Background: an optimization exercise with open tools, aiming at small area. Do not read the settings as production practice.
Function was checked by simulation only, so behaviour that the tests miss may differ from the original.
No activity file was given, so power comes from the tool's default toggle rates. The clock port is modelled as an ideal driver; clocking choices that lean on that would not hold on a real chip.

== job 2174 ==
// fc_act_writeback
module fc_act_writeback #(
    parameter int NODES = 200,
    parameter int DW    = 16,
    parameter int OW    = 8,
    parameter int IW    = $clog2(NODES)
) (
    input  logic          clk,
    input  logic          rst,
    input  logic          in_valid,
    input  logic [DW-1:0] in_x,
    output logic          in_ready,
    input  logic          relu_en,
    input  logic [3:0]    shift_amt,
    output logic          out_valid,
    input  logic          out_ready,
    output logic [OW-1:0] out_data,
    output logic [IW-1:0] out_idx,
    output logic          out_last,
    output logic          sat_pulse
);
Size: roughly 7,400 cells after synthesis, about 3,200 flip-flops, roughly 45 I/O pins, about 90,000 µm² of cells after synthesis.
clock: 6.5 ns
lec_check: 0
cap_margin: 20
core_margin: 2
core_utilization: 70
place_density: 0.8
slew_margin: 20
standard.sh (not shown) runs the stock make flow with config.mk's settings and CLKGATE_MAP_FILE= SYNTH_SCRIPT=/design/flow/synth_recipe.tcl, a recipe that flattens the netlist after the stock synthesis.
==> flow/flow/run.sh <==
#!/bin/bash
set -e
export CTS_ARGS="-sink_clustering_enable -repair_clock_nets -dont_use_dummy_load -sink_clustering_size 30 -sink_clustering_max_diameter 100"
export BUFFER_PORTS_ARGS="-buffer_cell sky130_fd_sc_hd__buf_1"
bash standard.sh > standard.log 2>&1
### job 2174 -> job 4660
- changing PLACE_DENSITY from 0.8 to 0.85
- changing CORE_UTILIZATION from 70 to 75
- setting ABC_AREA to 1 for the first time
==> flow/flow/run.sh <==
#!/bin/bash
set -e
export CTS_ARGS="-sink_clustering_enable -repair_clock_nets -dont_use_dummy_load -sink_clustering_size 20 -sink_clustering_max_diameter 60 -buf_list sky130_fd_sc_hd__clkbuf_8"
export BUFFER_PORTS_ARGS="-buffer_cell sky130_fd_sc_hd__buf_1"
bash standard.sh > standard.log 2>&1
==> comparison <==
The data arrival time of the critical path in job 4660 sits 0.53 ns below the value recorded for job 2174.
Diff job 2174 -> job 4660: iteration count of the initial detailed-routing pass rose by 1; combined area of the multi-input logic cells fell by 1.2%; worst hold slack fell by 0.053 ns.
#### Input delta (job 6644 over job 4660)
- a change of PLACE_DENSITY from 0.85 to 0.8
- an added GPL_TIMING_DRIVEN of 0
- a change of CORE_UTILIZATION from 75 to 70
Compared job 6644 vs job 4660, and global routing usage summed across all routing layers is up in job 6644.
Against job 4660, via count in job 6644 came out worse.
Compared to job 4660, job 6644 has least setup slack across all paths after layout 0.28 ns lower.
Of job 6644 and job 4660, the run reporting the higher met1 routed wirelength after detailed routing was job 6644.

---

fc_act_writeback, a different RTL version from the one above (not shown whole).
Size in the first run: about 7600 cells after synthesis, ~3200 flip-flops, ~45 I/O pins, about 99000 um^2 of cells after synthesis.
// fc_act_writeback
module fc_act_writeback #(
    parameter int NODES = 200,
    parameter int DW    = 16,
    parameter int OW    = 8,
    parameter int IW    = $clog2(NODES)
) (
    input  logic          clk,
    input  logic          rst,
    input  logic          in_valid,
    input  logic [DW-1:0] in_x,
    output logic          in_ready,
    input  logic          relu_en,
    input  logic [3:0]    shift_amt,
    output logic          out_valid,
    input  logic          out_ready,
    output logic [OW-1:0] out_data,
    output logic [IW-1:0] out_idx,
    output logic          out_last,
    output logic          sat_pulse
);
    localparam logic [IW-1:0] LAST_IDX = IW'(NODES - 1);
    localparam int MB = 8 * NODES;
    logic [MB-1:0] bank0_q;
    logic [MB-1:0] bank1_q;
    logic [1:0]    full_q, full_d;
    logic          wr_bank_q, rd_bank_q;
    logic [IW-1:0] wr_cnt_q, out_idx_q;
    logic          s1_valid_q, sat_pulse_q, out_valid_q, fetch_q;
    fc_pkg::act_t  s1_data_q;
    logic          sh0_q, sh1_q, hold0_q, hold1_q;
    fc_pkg::act_t  rq_y;
    logic          rq_sat, accept, last_wr, wr_tgt, out_at_last;
    logic          rd_issue, rd_adv, rd_free, shift0, shift1;
    fc_pkg::act_t  tail0, tail1;
    act_requant u_requant (
        .x_i         (fc_pkg::acc_t'(in_x)),
  ...
==> flow/config.mk <==
export PLATFORM = sky130hd
export DESIGN_NAME = fc_act_writeback
export DESIGN_NICKNAME = fc_act_writeback
export VERILOG_FILES = /design/flow/design.v
export SDC_FILE = /design/flow/constraint.sdc
export NUM_CORES = 4
export LEC_CHECK = 0
export CAP_MARGIN = 20
export CORE_MARGIN = 2
export CORE_UTILIZATION = 65
export SLEW_MARGIN = 20
==> flow/constraint.sdc <==
create_clock -name core_clock -period 6.5 [get_ports {clk}]
set_input_delay 1.3000 -clock core_clock [delete_from_list [all_inputs] [get_ports {clk}]]
set_output_delay 1.3000 -clock core_clock [all_outputs]
set_load 0.01 [all_outputs]
==> flow/flow/run.sh <==
#!/bin/bash
set -e
export CTS_ARGS="-sink_clustering_enable -repair_clock_nets -dont_use_dummy_load -sink_clustering_size 30 -sink_clustering_max_diameter 100"
bash standard.sh > standard.log 2>&1
Edit:
==> flow/run.sh (new file) <==
#!/bin/bash
# synth_recipe.tcl (not shown) runs the flow's synth.tcl, then flattens the netlist and writes it again
# the make line also repeats each setting of config.mk as NAME=value (left out here)
make -C /OpenROAD-flow-scripts/flow DESIGN_CONFIG=/design/flow/config.mk WORK_HOME=/design/flow/orfs CLKGATE_MAP_FILE= SYNTH_SCRIPT=/design/flow/synth_recipe.tcl finish
CORE_UTILIZATION = 40   (was 65)
removed: flow/flow/run.sh
removed: flow/standard.sh
Effect:
- worst setup slack gets better by 0.021 ns
- routed wire length is higher by a few percent
- synthesized area is unchanged
- total power is higher by a quarter to a third
- cell area is higher by roughly a tenth
- die area is higher by well over a third

---

fc_act_writeback with an RTL version that a note above also has.
For scale: roughly 7500 cells after synthesis, roughly 3200 flip-flops, about 45 I/O pins, ~90000 sq um of cells after synthesis.
clock: 6.5 ns
lec_check: 0
abc_area: 1
cap_margin: 0
core_margin: 2
core_utilization: 70
gpl_timing_driven: 0
place_density: 0.8
slew_margin: 0
==> flow/flow/run.sh <==
#!/bin/bash
set -e
export CTS_ARGS="-sink_clustering_enable -repair_clock_nets -dont_use_dummy_load -sink_clustering_size 20 -sink_clustering_max_diameter 60 -buf_list sky130_fd_sc_hd__clkbuf_8"
export BUFFER_PORTS_ARGS="-buffer_cell sky130_fd_sc_hd__buf_1"
bash standard.sh > standard.log 2>&1
==> next run, changes <==
==> flow/flow/run.sh (replaced) <==
#!/bin/bash
set -e
export CTS_ARGS="-sink_clustering_enable -repair_clock_nets -dont_use_dummy_load -sink_clustering_size 35 -sink_clustering_max_diameter 100"
export BUFFER_PORTS_ARGS="-buffer_cell sky130_fd_sc_hd__buf_1"
bash standard.sh > standard.log 2>&1
CAP_MARGIN = 20   (was 0)
GPL_TIMING_DRIVEN = not set   (was 0)
SLEW_MARGIN = 20   (was 0)
Result: Final cell count is lower by about 8%; power stays flat; via count is lower by about 8%; wire length is lower by about 15%; worst setup slack is better by 0.23 ns; cell area is lower by about 2.1%; combinational power is lower by about 5%; die area stays the same; non-clock buffer count is lower by 674; synthesized cell count stays the same.

==> separate check: timing with driven ports <==
In the flow no input, the clock included, has a driving cell. The finished layouts below were timed again as built, in two steps. Step 1: set_driving_cell puts a clkbuf_16 on clk and a buf_2 on each other input, an assumption about the parent block. Step 2 times the ports against the registers' clock, not the clock port: input delays grow and output delays shrink by t, the midpoint of the rising clock arrivals with the driver on. Slacks: no drivers / after step 1 / after step 2; pairs: no drivers / after step 1.
run	t, ns	setup WS [ns]	worst setup path at the end	latest minus earliest clock arrival (ns)	pins driven straight from the clock port
job 2174	0.803	1.871 / 1.801 / 1.096	input to register	0.035 / 0.035	1
job 4660	0.917	2.405 / 2.338 / 1.670	input to register	0.086 / 0.086	1
job 6644	0.981	2.129 / 2.058 / 2.025	input to register	0.087 / 0.088	1
the first run of note 2	0.811	1.125 / 1.157 / 0.346	input to register	0.062 / 0.062	1
the second run of note 2	0.982	1.146 / 1.199 / 0.216	input to register	0.093 / 0.093	1
the first run of note 3	0.981	2.086 / 2.058 / 2.029	input to register	0.088 / 0.087	1
the second run of note 3	0.779	2.313 / 2.234 / 1.455	input to register	0.072 / 0.072	1
After both steps setup and hold are still met in every run listed. The setup slack of the second run of note 2, which loses most, moves by +0.053 ns with the drivers and by -0.930 ns with both steps.
